Context: an optimization exercise on an open-source flow, tuned for small area and a short achievable clock period. The choices shown serve that exercise and are no tape-out recipe. Where RTL was checked, it was by simulation tests only, not by an equivalence proof against the original. Only the layout flow was run in runs 2 and 3; the RTL was not checked for function there. No activity file was given, so power comes from the tool's default toggle rates.

`design/flow/design.v`:
```
module normal_reorder_buffer #(
  parameter int WIDTH    = 16,
  parameter int Q_BITS   = 8,
  parameter int TAG_BITS = 5
) (
  input  logic                  clk,
  input  logic                  reset,
  input  logic                  alloc_req,
  output logic                  alloc_gnt,
  output logic [TAG_BITS-1:0]   alloc_tag,
  input  logic                  wr_valid,
  input  logic [TAG_BITS-1:0]   wr_tag,
  input  logic [3*WIDTH-1:0]    wr_data,    
  output logic                  out_valid,
  input  logic                  out_ready,
  output logic [3*WIDTH-1:0]    out_data,   
  output logic [TAG_BITS-1:0]   out_tag,
  output logic [TAG_BITS:0]     count,
  output logic                  full,
  output logic                  err
);
  localparam int DEPTH = 1 << TAG_BITS;
  localparam int CW    = TAG_BITS + 1;
  localparam int DW    = 3 * WIDTH;
  logic [TAG_BITS-1:0] head_q, tail_q;
  logic [DEPTH-1:0]    sel1_q;          
  logic [CW-1:0]       cnt_q;
  logic [DEPTH-1:0]    done_q;
  logic [DEPTH-1:0]    pend_q;          
  logic                err_q;
  logic [DW-1:0]       mem [DEPTH];
  logic                ov_q;
  logic [DW-1:0]       od_q;
  logic [TAG_BITS-1:0] head_p1;
  logic                wr_ok, gnt, retire;
  logic [DEPTH-1:0]    head_oh, hp1, wr_dec, tail_dec, done_n, sel1_n;
  logic                nxt_done, pw0, pw1, pw, hold, valid_n;
  logic [DW-1:0]       rd1, data_n;
  assign wr_ok    = wr_valid & pend_q[wr_tag];
  assign gnt      = alloc_req & ~cnt_q[CW-1] & ~reset;
  assign retire   = ov_q & out_ready;
  assign head_p1  = head_q + 1'b1;
  always_comb begin
    for (int i = 0; i < DEPTH; i++) begin
      hp1[i]     = (head_p1 == TAG_BITS'(i));
      head_oh[i] = (head_q == TAG_BITS'(i));
      wr_dec[i]  = (wr_tag == TAG_BITS'(i));
      tail_dec[i] = (tail_q == TAG_BITS'(i));
    end
  end
  assign nxt_done = |sel1_q;
  always_comb begin
    rd1 = '0;
    for (int i = 0; i < DEPTH; i++)
      rd1 = rd1 | ({DW{sel1_q[i]}} & mem[i]);
  end
  assign pw0 = wr_ok & (wr_tag == head_q);
  assign pw1 = wr_ok & (wr_tag == head_p1);
  assign hold    = ov_q & ~out_ready;
  assign pw      = retire ? pw1 : pw0;
  assign valid_n = retire ? (nxt_done | pw1) : (ov_q | pw0);
  assign data_n  = ({DW{retire}} & rd1) | ({DW{hold}} & od_q) | ({DW{pw}} & wr_data);
  assign alloc_gnt = gnt;
  assign alloc_tag = tail_q;
  assign out_valid = ov_q;
  assign out_data  = od_q;
  assign out_tag   = ov_q ? head_q : '0;
  assign count     = cnt_q;
  assign full      = cnt_q[CW-1];
  assign err       = err_q;
  always_ff @(posedge clk or posedge reset) begin
    if (reset) begin
      head_q <= '0;
      tail_q <= '0;
      cnt_q  <= '0;
      err_q  <= 1'b0;
      ov_q   <= 1'b0;
      od_q   <= '0;
    end else begin
      if (gnt) tail_q <= tail_q + 1'b1;
      if (retire) head_q <= head_p1;
      cnt_q <= cnt_q + CW'(gnt) - CW'(retire);
      err_q <= wr_valid & ~wr_ok;
      ov_q  <= valid_n;
      od_q  <= data_n;
    end
  end
  always_comb begin
    for (int i = 0; i < DEPTH; i++) begin
      done_n[i] = pend_q[i] ? (wr_valid & wr_dec[i]) : (done_q[i] & ~(retire & head_oh[i]));
      sel1_n[i] = done_n[i] & (retire ? hp1[(i + DEPTH - 1) % DEPTH] : hp1[i]);
    end
  end
  always_ff @(posedge clk or posedge reset) begin
    if (reset) begin
      done_q <= '0;
      pend_q <= '0;
      sel1_q <= '0;
    end else begin
      done_q <= done_n;
      sel1_q <= sel1_n;
      for (int i = 0; i < DEPTH; i++) begin
        if (pend_q[i]) begin
          if (wr_valid && wr_dec[i]) pend_q[i] <= 1'b0;
        end else if (!done_q[i]) begin
          if (gnt && tail_dec[i]) pend_q[i] <= 1'b1;
        end
      end
    end
  end
  always_ff @(posedge clk) begin
    for (int i = 0; i < DEPTH; i++)
      if (wr_valid && wr_dec[i] && !done_q[i]) mem[i] <= wr_data;
  end
endmodule
```
`design/flow/config.mk`:
```
export PLATFORM = sky130hd
export DESIGN_NAME = normal_reorder_buffer
export DESIGN_NICKNAME = normal_reorder_buffer
export VERILOG_FILES = /design/flow/design.v
export SDC_FILE = /design/flow/constraint.sdc
export NUM_CORES = 4
export LEC_CHECK = 0
export CAP_MARGIN = 20
export CORE_MARGIN = 2
export CORE_UTILIZATION = 65
export CTS_CLUSTER_DIAMETER = 80
export CTS_CLUSTER_SIZE = 28
export SETUP_SLACK_MARGIN = 2.4
export SLEW_MARGIN = 20
```
`design/flow/constraint.sdc`:
```
create_clock -name core_clock -period 4.5 [get_ports {clk}]
set_input_delay 0.9000 -clock core_clock [delete_from_list [all_inputs] [get_ports {clk}]]
set_output_delay 0.9000 -clock core_clock [all_outputs]
set_load 0.01 [all_outputs]
```
`design/flow/run.sh`:
```
#!/bin/bash
# synth_recipe.tcl (not shown) runs the flow's synth.tcl, then flattens the netlist and writes it again
# the make line also repeats each setting of config.mk as NAME=value (left out here)
make -C /OpenROAD-flow-scripts/flow DESIGN_CONFIG=/design/flow/config.mk WORK_HOME=/design/flow/orfs CLKGATE_MAP_FILE= SYNTH_SCRIPT=/design/flow/synth_recipe.tcl finish
```
==> metrics.md, run 1 <==
| Metric | Value |
|---|---|
| Outcome | finished clean |
| Initial Utilization | 0.654 |
| Global-route wire length before repair | 313000 µm |
| Nets@finish | about 4000 |
| Crit path DAT | around 3.1 ns |
| CP Capture Type | register |
| Commonest non-fill, non-tap cell in the layout | edfxtp_1 |
| Cell family with most CP delay | simple AND/OR/NAND/NOR gates |
| Register area share after synthesis | 0.809 |
| Post-DP HPWL | 106000 µm |
| Die height | roughly 310 µm |
| Fill count | 5326 |
| Clock transition at path regs | 0.11 ns |
| CP peak stage delay | 0.71 ns |
| Cell variety after synth | 47 |
| Layout cell share with drive strength beyond 1 | 0.202 |
| Fin crit share | 0.560 |
| Syn Area/Cell | around 18 µm² |
| Sink Count | 1698 |
| Port Buf Inserts | 125 |
| Yosys Warn Count | 2 |
| Synth Register Bits | 1698 |
| Worst hold path class | reg -> reg |
| R2r setup slk | slightly below 2 ns |
| Slew margin rel. | 0.214 |
| Num CTS Buffers | 72 |
| Post-route DRC | 0 |
| Leading cell types in the layout, fill and taps excluded | edfxtp_1 (1536), a22oi_1 (767), buf_4 (213) |
| Die Footprint | just under 100000 µm² |
| Worst path bufs/invs | 1 |
| Kind of critical path | reg -> reg |
| Latest clock arrival within the worst-skew pair | 0.70 ns |
| Core area | about 95000 µm² |
| Worst Path Required | about 5 ns |
| CTS Buffer Depth | 3 |
| Via-per-instance ratio | between 7 and 8 |
| GPL Wtd Cong | 0.946 |
| VDD IR-drop max | 0.569 mV |
| Utilization after layout | 0.767 |
| Post-synth EDFFs | 1536 |
| CP max FO | 22 |
| Worst setup margin | 1.98 ns |
| Syn_nets | ~3600 |
| Setup-violating endpoint count in the final report | 0 |
| Tot Pwr | approximately 0.029 W |
| P&R area growth vs syn | 17.2% |
| Synth Flop Type | edfxtp_1 |
| 1st-iter DRT viols | 8921 |
| All-Layer GR Usage | 0.474 |
| Max-cap violation count | 0 |
| Fmax | a little under 0.4 GHz |
| # hold bufs at CTS | 0 |
| CTS tree | yes |
| PD cells | 404 nW/µm² |
| Overflow after GRT | 0 |
| CP Cell Sequence | buf_6 -> a22oi_1 -> nand4_1 -> nor4_2 -> a21oi_1 -> a22o_1 |
| Setup TNS | 0 ns |
| RSZ-0062 raised after global routing | true |
| Min cycle time layout | between 2 and 3 ns |
| WHS | about 0.53 ns |
| Clock Skews | 0.0474 ns |
| Clock Root Buffer | clkbuf_16 |
| Leak | approximately 24 nW |
| Final hold violations | 0 |
| Worst-margin pin slew | 1.18 ns |
| Iteration count of the initial detailed-routing pass | 9 |
| H-tree Lvls | 3 |
| Vias in the first global route | 38800 |
| CP max-delay cell | dfrtp_4 |
| Routed vias | 41600 |
| Cell Area, Synth | between 60000 and 70000 µm² |
| Antenna-violating nets left | 0 |
| Post-place setup slack | just under 0.5 ns |
| I/O pin cnt | between 100 and 150 |
| DR WL/cell | 45.9 µm |
| Startpoint Class | register |
| FFs w/ async S/R, synth | 0.0954 |
| Rows | between 100 and 150 |
| Initial antenna violation count | 15 |
| Die Width | 313 µm |
| Slew Limit Fails | 0 |
| WL final | roughly 240000 µm |
| Largest net degree at the start of global routing | 64 |
| Synth Instances | roughly 3500 |
-- synthesized netlist by cell type (23+ instances only) --
| cell type | n | area (µm²) |
|---|---|---|
| and3_1 | 25 | 156 |
| nor2_1 | 101 | 379 |
| inv_1 | 23 | 86.3 |
| edfxtp_1 | 1536 | 46100 |
| dfrtp_1 | 162 | 4050 |
| nor4_1 | 57 | 357 |
| nand4_1 | 198 | 1240 |
| nand3_1 | 43 | 215 |
| a22o_1 | 51 | 447 |
| o41ai_1 | 26 | 228 |
| o21ai_0 | 66 | 330 |
| a21oi_1 | 53 | 265 |
| clkbuf_1 | 158 | 593 |
| a22oi_1 | 769 | 5770 |
| buf_1 | 33 | 124 |
| nand2_1 | 87 | 327 |
-- timing repair --
item,CTS,global route
setup buffers,164,100
gates cloned,17,14
setup endpoints to repair,1877,704
gates resized for setup,476,141
pin swaps,52,30
-- routing by layer --
layer | GRT usage | vias up | wire, µm
met5 | 0 | - | 152
met2 | 0.680 | 4600 | 102000
li1 | - | 15400 | -
met4 | 0.304 | 18 | 20200
met1 | 0.630 | 20600 | 73200
met3 | 0.158 | 1036 | 45300
-- report_power, final --
part           internal [W]  switching (W)
clock               0.00315        0.00482
sequential           0.0176       0.000406
combinational       0.00129        0.00208
-- area by class of cell --
cell class	instances	area, µm²	share of cell area
clock buffers	119	2000	0.0275
repair buffers	534	6460	0.0890
multi-input cells	1603	12000	0.166
flip-flops and latches	1698	50300	0.693
well taps	1265	1580	0.0218
diodes	8	20.0	0.000276
inverters	23	96.3	0.00133
clock inverters	8	111	0.00153
-- stage by stage --
| step | cell area [µm²] | std cells |
|---|---|---|
| final | 72600 | 5258 |
| after global routing | 72600 | 5251 |
| after detailed placement | 65800 | 4828 |
| after CTS | 70900 | 5136 |
| after global placement | 65900 | 4828 |
| after floorplan | 62400 | 3529 |
-- path summary, 6_finish.rpt --
| kind | startpoint | endpoint | depth (start not counted) |
|---|---|---|---|
| max | sel1_q[16] | od_q[11] | 6 |
| max reg2reg | sel1_q[16] | od_q[11] | 6 |
| min | done_q[20] | pend_q[20] | 1 |
| min in group asynchronous | reset | sel1_q[3] | 3 |
| min reg2reg | done_q[20] | pend_q[20] | 1 |
| max in group asynchronous | reset | sel1_q[26] | 4 |
-- state kept, by name, indices dropped and copies added, names as in the netlist --
register / cells
mem: 1536
sel1_q: 32
err_q: 1
done_q: 32
head_q: 5
cnt_q: 6
od_q: 48
pend_q: 32
ov_q: 1
tail_q: 5
-- cell families (layout without fill, tap and decap cells) --
group | Yosys count | after routing | share of synthesized area
flops | 1698 | 1698 | 0.809
xor+xnor | 24 | 24 | 0.00339
other cells | 0 | 8 | 0
fa+ha+maj | 20 | 20 | 0.00416
mux | 18 | 18 | 0.00432
simple gates | 564 | 567 | 0.0488
buf+inv | 231 | 684 | 0.0148
compound gates | 974 | 974 | 0.115
==> inputs of run 2 (changes only) <==
--- a/design/flow/design.v
+++ b/design/flow/design.v
@@ -24,10 +24,10 @@
   localparam int DW    = 3 * WIDTH;
   logic [TAG_BITS-1:0] head_q, tail_q;
-  logic [DEPTH-1:0]    sel1_q;          
+  logic [DEPTH-1:0]    nsel1_q;         
   logic [CW-1:0]       cnt_q;
   logic [DEPTH-1:0]    done_q;
   logic [DEPTH-1:0]    pend_q;          
   logic                err_q;
-  logic [DW-1:0]       mem [DEPTH];
+  logic [DW-1:0]       nmem [DEPTH];    
   logic                ov_q;
   logic [DW-1:0]       od_q;
@@ -49,9 +49,9 @@
     end
   end
-  assign nxt_done = |sel1_q;
+  assign nxt_done = ~&nsel1_q;
   always_comb begin
     rd1 = '0;
     for (int i = 0; i < DEPTH; i++)
-      rd1 = rd1 | ({DW{sel1_q[i]}} & mem[i]);
+      rd1 = rd1 | ~({DW{nsel1_q[i]}} | nmem[i]);
   end
   assign pw0 = wr_ok & (wr_tag == head_q);
@@ -96,8 +96,8 @@
       done_q <= '0;
       pend_q <= '0;
-      sel1_q <= '0;
+      nsel1_q <= '1;
     end else begin
       done_q <= done_n;
-      sel1_q <= sel1_n;
+      nsel1_q <= ~sel1_n;
       for (int i = 0; i < DEPTH; i++) begin
         if (pend_q[i]) begin
@@ -111,5 +111,5 @@
   always_ff @(posedge clk) begin
     for (int i = 0; i < DEPTH; i++)
-      if (wr_valid && wr_dec[i] && !done_q[i]) mem[i] <= wr_data;
+      if (wr_valid && wr_dec[i] && !done_q[i]) nmem[i] <= ~wr_data;
   end
 endmodule
--- a/design/flow/config.mk
+++ b/design/flow/config.mk
@@ -9,6 +9,6 @@
 export CORE_MARGIN = 2
 export CORE_UTILIZATION = 65
-export CTS_CLUSTER_DIAMETER = 80
-export CTS_CLUSTER_SIZE = 28
+export CTS_CLUSTER_DIAMETER = 70
+export CTS_CLUSTER_SIZE = 24
 export SETUP_SLACK_MARGIN = 2.4
 export SLEW_MARGIN = 20
==> run 2 against run 1 <==
  * Final area rose by 1.4%
  * Routed wire length grew 2.7%
  * Die area decreased by 1.1%
  * Combinational power down 5%
  * Largest cell class unchanged
  * Critical endpoint is now od_q[9]
  * Worst hold slack got worse by 0.066 ns
  * Largest power group unchanged
  * Clock-buffer cell count grew 18
==> metrics.md, run 2 <==
| Metric | Value |
|---|---|
| Clock transition at path regs | 0.09 ns (-0.02 ns) |
| R2r worst-path depth | 6 (unchanged) |
| Max reg flops | 1536 (unchanged) |
| Worst setup margin | 1.94 ns (-0.0445 ns) |
| Global-route wire length before repair | 329000 µm (+5.2%) |
| Worst hold path class | in -> async |
| CP max-delay cell | dfstp_4 |
| VDD IR-drop max | 0.520 mV (-8.5%) |
| Reg-to-Reg End | od_q[9] |
| Die Footprint | 96800 µm² (-1.1%) |
| Syn Area/Cell | 17.1 µm² (-2.9%) |
| Num CTS Buffers | 88 (+22%) |
| Via-per-instance ratio | 7.98 (+0.94%) |
| Slew margin rel. | 0.262 (+0.0484) |
| RSZ-0062 raised after global routing | true |
| Non-filler cells, final | 5406 (+2.8%) |
| CP Cell Sequence | buf_4 -> o22ai_1 -> nor4_1 -> and4_1 -> a21oi_1 -> a22o_1 |
| Rows | 112 (-0.88%) |
| Leading cell types in the layout, fill and taps excluded | edfxtp_1 (1536), o22ai_1 (768), buf_4 (207) |
| Tot Pwr | 0.0305 W (+3.8%) |
| Commonest cells in the netlist | edfxtp_1 (1536), o22ai_1 (768), nor4_1 (195), dfrtp_1 (130), clkbuf_1 (127) |
| Max layer used | met5 |
| Outcome | finished clean |
| Initial antenna violation count | 16 (+1) |
| 1st-iter DRT viols | 9344 (+4.7%) |
| Routed vias | 43200 (+3.8%) |
| R2r setup slk | 1.94 ns (-0.04 ns) |
| Overflow after GRT | 0 (unchanged) |
| Cell Area, Synth | 61300 µm² (-1.1%) |
| Yosys top cell area share | 0.752 (+0.00835) |
| Largest Register | nmem |
| Die height | 311 µm (-0.55%) |
| Slew Limit Fails | 0 (unchanged) |
| Latest clock arrival within the worst-skew pair | 0.74 ns (+0.04 ns) |
| Cell family with most CP delay | simple AND/OR/NAND/NOR gates |
| Cell variety after synth | 47 (unchanged) |
| CP peak stage delay | 0.80 ns (+0.09 ns) |
| Startpoint Class | register |
| Worst-margin pin slew | 1.11 ns (-0.0701 ns) |
| Post-DP HPWL | 104000 µm (-1.8%) |
| All-Layer GR Usage | 0.507 (+0.0339) |
| Yosys top cell by area | edfxtp_1 |
| I/O pin cnt | 126 (unchanged) |
| Clock Skews | 0.0469 ns (-0.000536 ns) |
| Leak | 24.7 nW (+4.0%) |
| Kind of critical path | reg -> reg |
| Nets@finish | 4129 (+3.0%) |
| GPL Wtd Cong | 0.917 (-3.1%) |
| Initial Utilization | 0.657 (+0.00244) |
| Iteration count of the initial detailed-routing pass | 8 (-1) |
| Most frequent cell after synthesis | edfxtp_1 |
| CP max FO | 12 (-45%) |
| Layout cell share with drive strength beyond 1 | 0.204 (+0.00201) |
| Clock Root Buffer | clkbuf_16 |
| Worst path bufs/invs | 1 (unchanged) |
| CTS Buffer Depth | 3 (unchanged) |
| Final hold violations | 0 (unchanged) |
| Yosys Warn Count | 2 (unchanged) |
| Metal3 WL | 49700 µm (+9.8%) |
| Synth Register Bits | 1698 (unchanged) |
| Post-synth EDFFs | 1536 (unchanged) |
| Min cycle time layout | 2.56 ns (+0.0445 ns) |
| Synth Flop Type | edfxtp_1 |
| Fmax | 0.390 GHz (-1.7%) |
| M1 wire length | 72200 µm (-1.3%) |
| Setup-violating endpoint count in the final report | 0 (unchanged) |
| Vias in the first global route | 39800 (+2.4%) |
| Port Buf Inserts | 125 (unchanged) |
| Core area | 93300 µm² (-1.5%) |
| Die Width | 311 µm (-0.55%) |
| Crit path DAT | 3.19 ns (+0.07 ns) |
| H-tree Lvls | 3 (unchanged) |
| FFs w/ async S/R, synth | 0.0954 (unchanged) |
| Wire length on met2 | 102000 µm (-0.53%) |
| Post-route DRC | 0 (unchanged) |
| Largest regs | nmem (1536), od_q (48) |
| Fin crit share | 0.570 (+0.00989) |
| PD cells | 414 nW/µm² (+2.4%) |
| # hold bufs at CTS | 0 (unchanged) |
| Synth Instances | 3594 (+1.8%) |
| CP Capture Type | register |
| Sink Count | 1698 (unchanged) |
| Syn_nets | 3672 (+1.8%) |
| Worst Path Required | 5.13 ns (+0.03 ns) |
| Synth top area cells | edfxtp_1 (75%), o22ai_1 (7.8%), dfrtp_1 (5.3%) |
| CTS tree | yes |
| Max-cap violation count | 0 (unchanged) |
| Placed Cells | 4874 (+0.95%) |
| Largest net degree at the start of global routing | 61 (-4.7%) |
| Post-place setup slack | 0.805 ns (+0.313 ns) |
| Register area share after synthesis | 0.819 (+0.00974) |
| WL final | 248000 µm (+2.7%) |
| Antenna-violating nets left | 0 (unchanged) |
| Worst r2r src | nsel1_q[29] |
| Commonest non-fill, non-tap cell in the layout | edfxtp_1 |
| P&R area growth vs syn | 20.1% |
| DR WL/cell | 45.8 µm (-0.15%) |
run 2: timing repair:
action                                 4_1_cts  5_1_grt
buffers inserted                           274       34
endpoints found under the hold margin        0        0
gates cloned                                24        7
setup endpoints to repair                 1790      882
pin swaps                                   63       40
resized for setup                          483       86
run 2: power by group:
group	internal [W]	switching, W	leakage [nW]
clock network	0.00403	0.00518	1.35
logic	0.00126	0.00196	7.44
registers	0.0176	0.000424	15.9
run 2: metal layers:
layer,global-route usage,vias up
li1,-,15700
met1,0.645,20800
met2,0.704,5311
met3,0.234,1297
met4,0.337,30
met5,0,-
run 2: worst max path at each step:
stage,from,to,slack (ns),cells after the start
final,nsel1_q[29],od_q[9],1.94,6
after global routing,head_q[0],od_q[31],1.92,12
after CTS,ov_q,out_tag[4],1.92,3
after detailed placement,wr_tag[4],nmem[6][30],0.81,6
after global placement,wr_valid,nmem[6][30],0.82,6
after floorplan,reset,cnt_q[4],-0.57,11
run 2: logic make-up (layout without fill, tap and decap cells):
family                     after synthesis  in the layout  synth area share
buffers and inverters                  277            810            0.0178
xor gates and xnor gates                23             23           0.00341
and+or+nand+nor                        574            574            0.0508
muxes                                   21             21           0.00345
AOI/OAI and AO/OA                      981            981             0.101
other                                    0             25                 0
DFF                                   1698           1698             0.819
adders and majority gates               20             20           0.00420
run 2: final cells by class:
class                           instances  area [µm²]
Tap cell                             1254        1570
Antenna cell                           25        62.6
Clock inverter                         29         404
Clock buffer                          137        2410
Timing Repair Buffer                  575        7600
Fill cell                            4965       19700
Multi-Input combinational cell       1619       10900
Inverter                               69         275
Sequential cell                      1698       50400
run 2: tightest hold or removal path, stage by stage:
cell and delay [ns]:
buf_2 0.11, clkinvlp_4 0.09, buf_4 0.61
run 2: through the flow:
| step | hold slack [ns] | cell area, µm² | setup TNS (ns) | utilization |
|---|---|---|---|---|
| floorplan | 0.449 | 61700 | -2.72 | - |
| global placement | 0.515 | 65200 | 0 | 0.698 |
| detailed placement | 0.526 | 65200 | 0 | 0.698 |
| CTS | 0.461 | 72800 | 0 | 0.780 |
| global route | 0.518 | 73600 | 0 | 0.788 |
| finish | 0.466 | 73600 | 0 | 0.789 |
==> inputs of run 3 (changes only) <==
--- a/design/flow/config.mk
+++ b/design/flow/config.mk
@@ -11,4 +11,4 @@
 export CTS_CLUSTER_DIAMETER = 70
 export CTS_CLUSTER_SIZE = 24
-export SETUP_SLACK_MARGIN = 2.4
+export SETUP_SLACK_MARGIN = 2.1
 export SLEW_MARGIN = 20
==> run 3 against run 2 <==
  * Synthesized area is the same
  * Routed wire length shrank 3.3%
  * Core utilization shrank 1.4 points
  * Flip-flop and latch count is the same
  * Worst hold slack lost 0.0090 ns
  * Power shrank 0.85%
  * Clock-buffer cell count is the same
  * First-iteration DRC count grew 2.0%
  * Critical path depth shrank 2
  * Critical endpoint is now out_tag[4]
==> metrics.md, run 3 <==
| Metric | Value |
|---|---|
| Iteration count of the initial detailed-routing pass | 8 (unchanged) |
| Layout cell share with drive strength beyond 1 | 0.169 (-0.0346) |
| Max-cap violation count | 0 (unchanged) |
| P&R area growth vs syn | 18.0% |
| VDD IR-drop max | 0.460 mV (-12%) |
| WL final | 239000 µm (-3.3%) |
| RSZ-0062 raised after global routing | true |
| Simple-gate area share of the yosys netlist | 0.0508 (unchanged) |
| Most frequent cell after synthesis | edfxtp_1 |
| Slew margin rel. | 0.246 (-0.0163) |
| Syn Area/Cell | 17.1 µm² (unchanged) |
| Die Width | 311 µm (unchanged) |
| Yosys Warn Count | 2 (unchanged) |
| Worst-margin pin slew | 1.13 ns (+0.0244 ns) |
| CP Cell Sequence | buf_12 -> buf_6 -> and2_4 -> buf_6 |
| Largest family of logic cells by synthesized area | compound AO/OA/AOI/OAI gates |
| Startpoint Class | register |
| Synth Flop Type | edfxtp_1 |
| Synth top area cells | edfxtp_1 (75%), o22ai_1 (7.8%), dfrtp_1 (5.3%) |
| Post-synth EDFFs | 1536 (unchanged) |
| Overflow after GRT | 0 (unchanged) |
| Post-Synth Adder-Cell Area | 0.00420 (unchanged) |
| All-Layer GR Usage | 0.493 (-0.0142) |
| FFs w/ async S/R, synth | 0.0954 (unchanged) |
| Routed vias | 42200 (-2.2%) |
| Xor/xnor cell area share of the yosys netlist | 0.00341 (unchanged) |
| Synth Register Bits | 1698 (unchanged) |
| Utilization after layout | 0.775 (-0.0138) |
| Global-route wire length before repair | 321000 µm (-2.3%) |
| 1st-iter DRT viols | 9530 (+2.0%) |
| Commonest non-fill, non-tap cell in the layout | edfxtp_1 |
| CP Capture Type | primary output |
| Clock Root Buffer | clkbuf_16 |
| CTS Buffer Depth | 3 (unchanged) |
| CP max FO | 4 (-8) |
| CP max-delay cell | dfrtp_4 |
| Fmax | 0.379 GHz (-2.9%) |
| CP peak stage delay | 0.52 ns (-0.28 ns) |
| CTS tree | yes |
| DR WL/cell | 45.0 µm (-1.7%) |
| Tot Pwr | 0.0302 W (-0.85%) |
| Crit path DAT | 1.74 ns (-1.45 ns) |
| Cell mode on critical path | buf_6 |
| Worst hold path class | in -> async |
| Cell variety after synth | 47 (unchanged) |
| Largest net degree at the start of global routing | 61 (unchanged) |
| I/O pin cnt | 126 (unchanged) |
| Clock Skews | 0.0426 ns (-0.00433 ns) |
| Vias in the first global route | 39300 (-1.1%) |
| DP Area | 65200 µm² (unchanged) |
| Latest clock arrival within the worst-skew pair | 0.73 ns (about the same) |
| Setup TNS | 0 ns (unchanged) |
| Register area share after synthesis | 0.819 (unchanged) |
| PD cells | 418 nW/µm² (+0.91%) |
| Num CTS Buffers | 88 (unchanged) |
| Complex-gate fraction of the synthesized area | 0.101 (unchanged) |
| Post-route DRC | 0 (unchanged) |
| Final hold violations | 0 (unchanged) |
| Cell Area, Synth | 61300 µm² (unchanged) |
| GPL Wtd Cong | 0.917 (unchanged) |
| Kind of critical path | reg -> out |
| Antenna-violating nets left | 0 (unchanged) |
| Rows | 112 (unchanged) |
| Worst Path Required | 3.60 ns (-1.53 ns) |
| Post-DP HPWL | 104000 µm (unchanged) |
| Initial antenna violation count | 21 (+5) |
| Initial Utilization | 0.657 (unchanged) |
| Synth Instances | 3594 (unchanged) |
| Core area | 93300 µm² (unchanged) |
| Die Footprint | 96800 µm² (unchanged) |
| Placed Cells | 4874 (unchanged) |
| Sink Count | 1698 (unchanged) |
| Mux share of post-synthesis cell area | 0.00345 (unchanged) |
| Outcome | finished clean |
| Syn_nets | 3672 (unchanged) |
| Largest Register | nmem |
| Leading cell types in the layout, fill and taps excluded | edfxtp_1 (1536), o22ai_1 (768), buf_4 (176) |
| Fill count | 5143 (+3.6%) |
| Slew Limit Fails | 0 (unchanged) |
| Setup-violating endpoint count in the final report | 0 (unchanged) |
| Yosys top cell area share | 0.752 (unchanged) |
| Clock transition at path regs | 0.08 ns (about the same) |
| Commonest cells in the netlist | edfxtp_1 (1536), o22ai_1 (768), nor4_1 (195), dfrtp_1 (130), clkbuf_1 (127) |
| Leak | 24.2 nW (-2.2%) |
| Die height | 311 µm (unchanged) |
| Nets@finish | 4052 (-1.9%) |
| H-tree Lvls | 3 (unchanged) |
| Largest regs | nmem (1536), od_q (48) |
| Max reg flops | 1536 (unchanged) |
| Fin crit share | 0.587 (+0.0170) |
| Final Cell Area | 72300 µm² (-1.7%) |
| Non-filler cells, final | 5315 (-1.7%) |
| Via-per-instance ratio | 7.94 (-0.50%) |
| Yosys top cell by area | edfxtp_1 |
| Port Buf Inserts | 125 (unchanged) |
| Min cycle time layout | 2.64 ns (+0.0765 ns) |
## run 3: cell types whose count changed in the layout (fill, tap and decap cells not counted), sizes merged
cell / before / now
bufbuf: 4 / 3
clkinvlp: 4 / 2
inv: 80 / 81
clkbuf: 142 / 146
clkinv: 11 / 12
clkdlybuf4s15: 1 / 2
dlymetal6s2s: 0 / 1
dlygate4sd2: 1 / 61
buf: 516 / 374
diode: 25 / 11
## run 3: where the power goes
group	total (W)	internal, W	switching, W
sequential	0.0180	0.0176	0.000410
combinational	0.00301	0.00112	0.00189
clock	0.00918	0.00403	0.00515
total	0.0302	0.0228	0.00745
## run 3: worst paths after layout
check                           startpoint          to  slack [ns]  cells past startpoint
max in group asynchronous            reset    od_q[20]        2.53                      4
min in group core_clock          done_q[9]   pend_q[9]        0.54                      1
worst min-delay path                 reset   head_q[0]        0.46                      3
worst max-delay path                  ov_q  out_tag[4]        1.86                      4
worst max register to register  nsel1_q[8]    od_q[30]        1.89                      6
worst min register to register   done_q[9]   pend_q[9]        0.54                      1
## run 3: per-layer routing
metal,routed length [µm],track usage
met1,72600,0.644
met4,21300,0.328
met2,98800,0.683
met3,46500,0.205
met5,124,0
## run 3: stage by stage
| stage | setup WS (ns) | hold slack, ns |
|---|---|---|
| after global routing | 1.83 | 0.505 |
| after CTS | 1.77 | 0.533 |
| final | 1.86 | 0.457 |
| after floorplan | -0.573 | 0.449 |
| after global placement | 0.817 | 0.515 |
| after detailed placement | 0.805 | 0.526 |
## run 3: layout make-up
| cell class | instances | area (µm²) | share of cell area |
|---|---|---|---|
| Timing Repair Buffer | 498 | 6470 | 0.0895 |
| Clock buffer | 137 | 2410 | 0.0333 |
| Inverter | 69 | 263 | 0.00363 |
| Antenna cell | 11 | 27.5 | 0.000381 |
| Tap cell | 1254 | 1570 | 0.0217 |
| Sequential cell | 1698 | 50400 | 0.696 |
| Clock inverter | 29 | 404 | 0.00559 |
| Multi-Input combinational cell | 1619 | 10800 | 0.150 |
## run 3: cells by family (layout without fill, tap and decap cells)
logic type                 after synthesis  after routing
and+or+nand+nor                        574            574
DFF                                   1698           1698
other                                    0             11
xor gates and xnor gates                23             23
buffers and inverters                  277            733
adders and majority gates               20             20
AOI/OAI and AO/OA                      981            981
muxes                                   21             21
## run 3: what timing repair did
item,4_1_cts,5_1_grt
endpoints found under the setup margin,1642,500
gates resized for setup,198,63
pin swaps,40,34
setup buffers,227,22
cloned,9,3
hold buffers,0,0
hold endpoints to repair,0,0
## run 3: worst max-delay path, delay by kind of cell (launching register included)
family        cells  cell delay (ns)
simple gates      1             0.15
buf+inv           3             0.36
flops             1             0.52

## separate check: timing with driven ports
Ports are ideal in the flow. The routed layouts listed here were re-timed in OpenROAD. Step 1 (the two cells are an assumption about what drives the block):
set clk [get_ports {clk}]
set_driving_cell -lib_cell sky130_fd_sc_hd__clkbuf_16 $clk
set_driving_cell -lib_cell sky130_fd_sc_hd__buf_2 [delete_from_list [all_inputs] $clk]
Step 2 adds t to the input delays and takes it off the output delays; t is the mean of the earliest and latest rising clock arrival at the registers after step 1. Input paths then give back, and output paths get back, about the clock's delay inside the block. a / b / c = no drivers / after step 1 / after step 2; a / b = the first two.
run | t, ns | setup WS [ns] | worst setup path after step 2 | worst register clock-pin slew, ns
run 1 | 0.753 | 1.981 / 1.924 / 1.299 | input to register | 0.11 / 0.11
run 2 | 0.792 | 1.936 / 1.871 / 1.302 | input to register | 0.10 / 0.10
run 3 | 0.788 | 1.860 / 1.783 / 1.308 | input to register | 0.10 / 0.10
After both steps every run listed still meets setup and hold. The setup slack of run 1, which loses most, moves by -0.057 ns with the drivers and by -0.682 ns with both steps.
